Background: an optimization exercise with open tools, aiming at small area, a short achievable clock period and few clock cycles per item. Do not read the settings as production practice.
Function was checked by simulation only, so behaviour that the tests miss may differ from the original.

// circular_alpha_mask_premultiply_unit
module circular_alpha_mask_premultiply_unit (
  input  logic        clk,
  input  logic        rst_n,
  input  logic        cfg_we,
  input  logic [11:0] cfg_wdata,
  input  logic        in_valid,
  output logic        in_stall,
  input  logic [11:0] in_pos_x,
  input  logic [11:0] in_pos_y,
  input  logic [7:0]  in_blue_in,
  input  logic [7:0]  in_green_in,
  input  logic [7:0]  in_red_in,
  input  logic [7:0]  in_alpha_in,
  output logic        out_valid,
  input  logic        out_stall,
  output logic [7:0]  out_blue_out,
  output logic [7:0]  out_green_out,
  output logic [7:0]  out_red_out,
  output logic [7:0]  out_alpha_out,
  output logic [1:0]  out_region
);
Size in the first run: roughly 5200 cells after synthesis, roughly 870 flip-flops, about 110 I/O pins, about 0.058 mm2 of cells after synthesis.
Settings: LEC_CHECK=0, CAP_MARGIN=20, CORE_MARGIN=2, CORE_UTILIZATION=60, CTS_CLUSTER_DIAMETER=110, CTS_CLUSTER_SIZE=30, SETUP_SLACK_MARGIN=3.8, SLEW_MARGIN=20; clock period 7.5 ns.
run.sh (not shown) runs the stock make flow with config.mk's settings and CLKGATE_MAP_FILE= SYNTH_SCRIPT=/design/flow/synth_recipe.tcl, a recipe that flattens the netlist after the stock synthesis.
The starting point finished clean.
Testbench counts at the start, summed over its fixed seeds: cycles 12,400, items 12,288.
Edit:
Settings changed: CORE_UTILIZATION 60 to 70, CTS_CLUSTER_DIAMETER 110 to 100, CTS_CLUSTER_SIZE 30 to 24, PLACE_DENSITY set to 0.75.
Outcome: Worst setup slack degrades by 0.17 ns; cell area stays flat; final cell count drops by a few percent.
Edit:
Settings changed: CORE_UTILIZATION 70 to 60, PLACE_DENSITY 0.75 to not set, SETUP_SLACK_MARGIN 3.8 to 3.4.
Utilization went down by 15 points.
Sequential share of layout area went up by 1.6 points.
Final area went down by a few percent.
Edit:
Settings changed: SETUP_SLACK_MARGIN 3.4 to 3.9.
After rerunning: Global-route usage rises by 1.1 points; cell area rises by about 7%; maximum frequency rises by about 7%; die area is unchanged; clock skew falls by 0.0075 ns.

* * *

Starting RTL as in the previous note.
Settings: LEC_CHECK=0, CAP_MARGIN=20, CORE_MARGIN=2, CORE_UTILIZATION=60, CTS_CLUSTER_DIAMETER=100, CTS_CLUSTER_SIZE=24, SETUP_SLACK_MARGIN=3.8, SLEW_MARGIN=20, TNS_END_PERCENT=5; clock period 7.5 ns.
The starting point completed without violations.
Testbench counts at the start, summed over its fixed seeds: cycles 12,400, items 12,288.
==> next run, changes <==
--- a/flow/config.mk
+++ b/flow/config.mk
@@ -11,2 +10,0 @@
-export CTS_CLUSTER_DIAMETER = 100
-export CTS_CLUSTER_SIZE = 24
@@ -15 +12,0 @@
-export TNS_END_PERCENT = 5
Outcome:
- non-clock buffer count went up by 52
- count of clock-buffer cells in the layout grows by 50
- final area rose by 3.5%
- die area does not change
- utilization goes up by 2.3 points
- synthesized cell count does not change
- worst setup slack improves by 0.041 ns
- critical path depth shrinks by 5
==> next run, changes <==
--- a/flow/config.mk
+++ b/flow/config.mk
@@ -8 +8 @@
-export CAP_MARGIN = 20
+export CAP_MARGIN = 5
@@ -12 +12 @@
-export SLEW_MARGIN = 20
+export SLEW_MARGIN = 5
Synthesized area stays the same; design area stays the same; global-route usage is unchanged; clock skew is unchanged; die area stays the same; routed wire length stays the same; core utilization does not change.
==> next run, changes <==
--- a/flow/config.mk
+++ b/flow/config.mk
@@ -8 +8 @@
-export CAP_MARGIN = 5
+export CAP_MARGIN = 20
@@ -11,2 +11,2 @@
-export SETUP_SLACK_MARGIN = 3.8
-export SLEW_MARGIN = 5
+export SETUP_SLACK_MARGIN = 4.0
+export SLEW_MARGIN = 20
=> The changed run produced a clean layout; die area is unchanged; worst hold slack gets worse by 0.0053 ns; register-to-register slack stays flat; routed wire length rose by a few percent; utilization is higher by 2.4 points; final area climbs by a few percent.
==> next run, changes <==
--- a/flow/config.mk
+++ b/flow/config.mk
@@ -11 +11,3 @@
-export SETUP_SLACK_MARGIN = 4.0
+export CTS_CLUSTER_DIAMETER = 100
+export CTS_CLUSTER_SIZE = 24
+export SETUP_SLACK_MARGIN = 3.8
Result: Flip-flop and latch count does not change; wire length drops by 5.3%; first-iteration DRC count drops by 0.77%; design area drops by 5.5%.
==> next run, changes <==
--- a/flow/config.mk
+++ b/flow/config.mk
@@ -13 +13 @@
-export SETUP_SLACK_MARGIN = 3.8
+export SETUP_SLACK_MARGIN = 3.7
- first-iteration DRC count decreases by 8.3%
- synthesized cell count is unchanged
- worst setup slack is worse by 0.022 ns
- design area is lower by 1.4%
- critical path depth goes up by 8
- synthesized area stays the same

* * *

old:
Another version of the RTL of circular_alpha_mask_premultiply_unit (not shown whole).
Size in the first run: ~870 flip-flops, roughly 110 I/O pins, about 59,000 um2 of cells after synthesis.
export LEC_CHECK = 0
export CAP_MARGIN = 20
export CORE_MARGIN = 2
export CORE_UTILIZATION = 60
export CTS_CLUSTER_DIAMETER = 100
export CTS_CLUSTER_SIZE = 24
export SETUP_SLACK_MARGIN = 3.7
export SLEW_MARGIN = 20
create_clock -name core_clock -period 7.5 [get_ports {clk}]
old finished end to end and its layout was clean on timing, DRC and antenna.
Testbench counts of old, summed over its fixed seeds: cycles 12,400, items 12,288.
## Diff of input files: new against old
- swapping 3.7 for 3.6 in SETUP_SLACK_MARGIN
Results
- Number of DRC violations after detailed routing came out exactly the same in old and new.
- [compare] base=old new=new: largest fanout of any net on the critical path went down 2, total of cells resized after clock tree synthesis lost 35.
- Of the two values seen for worst setup path endpoint, r3[12] was produced by old and al10[0] by new.
- Summary of new over old: via count decreased by 281 relative to the old numbers, non-clock buffer count decreased by 50 relative to the old numbers, count of cell instances traversed by the critical path increased by 1 relative to the old numbers.
- The run with more setup slack is new; old has less.
- Met3 wire length delta for new relative to old: 890 um higher

separate check: timing with driven ports:
Ports are ideal in the flow. The routed layouts listed here were re-timed in OpenROAD.
Step 1: set_driving_cell puts a clkbuf_16 on clk and a buf_2 on each other input, an assumption about the parent block.
Step 2 adds t to the input delays and takes it off the output delays; t is the mean of the earliest and latest rising clock arrival at the registers after step 1. Input paths then give back, and output paths get back, about the clock's delay inside the block.
a / b / c = ideal / step 1 / step 2; a / b = the first two.
| run | t, ns | setup slack, ns | worst data-port slew with drivers (ns) |
|---|---|---|---|
| the first run of note 1 | 0.712 | 3.734 / 3.734 / 3.335 | 0.06 |
| the second run of note 1 | 0.704 | 3.568 / 3.568 / 3.326 | 0.15 |
| the third run of note 1 | 0.716 | 3.481 / 3.458 / 2.936 | 0.05 |
| the fourth run of note 1 | 0.734 | 3.734 / 3.734 / 3.487 | 0.07 |
| the first run of note 2 | 0.718 | 3.707 / 3.707 / 3.079 | 0.05 |
| the second run of note 2 | 0.739 | 3.748 / 3.748 / 3.395 | 0.07 |
| the third run of note 2 | 0.739 | 3.748 / 3.748 / 3.395 | 0.07 |
| the fourth run of note 2 | 0.762 | 3.751 / 3.751 / 3.479 | 0.11 |
| the fifth run of note 2 | 0.721 | 3.768 / 3.768 / 3.321 | 0.07 |
| the sixth run of note 2 | 0.729 | 3.746 / 3.746 / 3.207 | 0.05 |
| old | 0.718 | 3.660 / 3.660 / 3.381 | 0.17 |
| new | 0.721 | 3.679 / 3.679 / 3.395 | 0.17 |
After both steps every run listed still meets setup and hold. For the first run of note 2, which loses most, drivers alone change the setup slack by 0.000 ns; drivers and shift together by -0.628 ns.
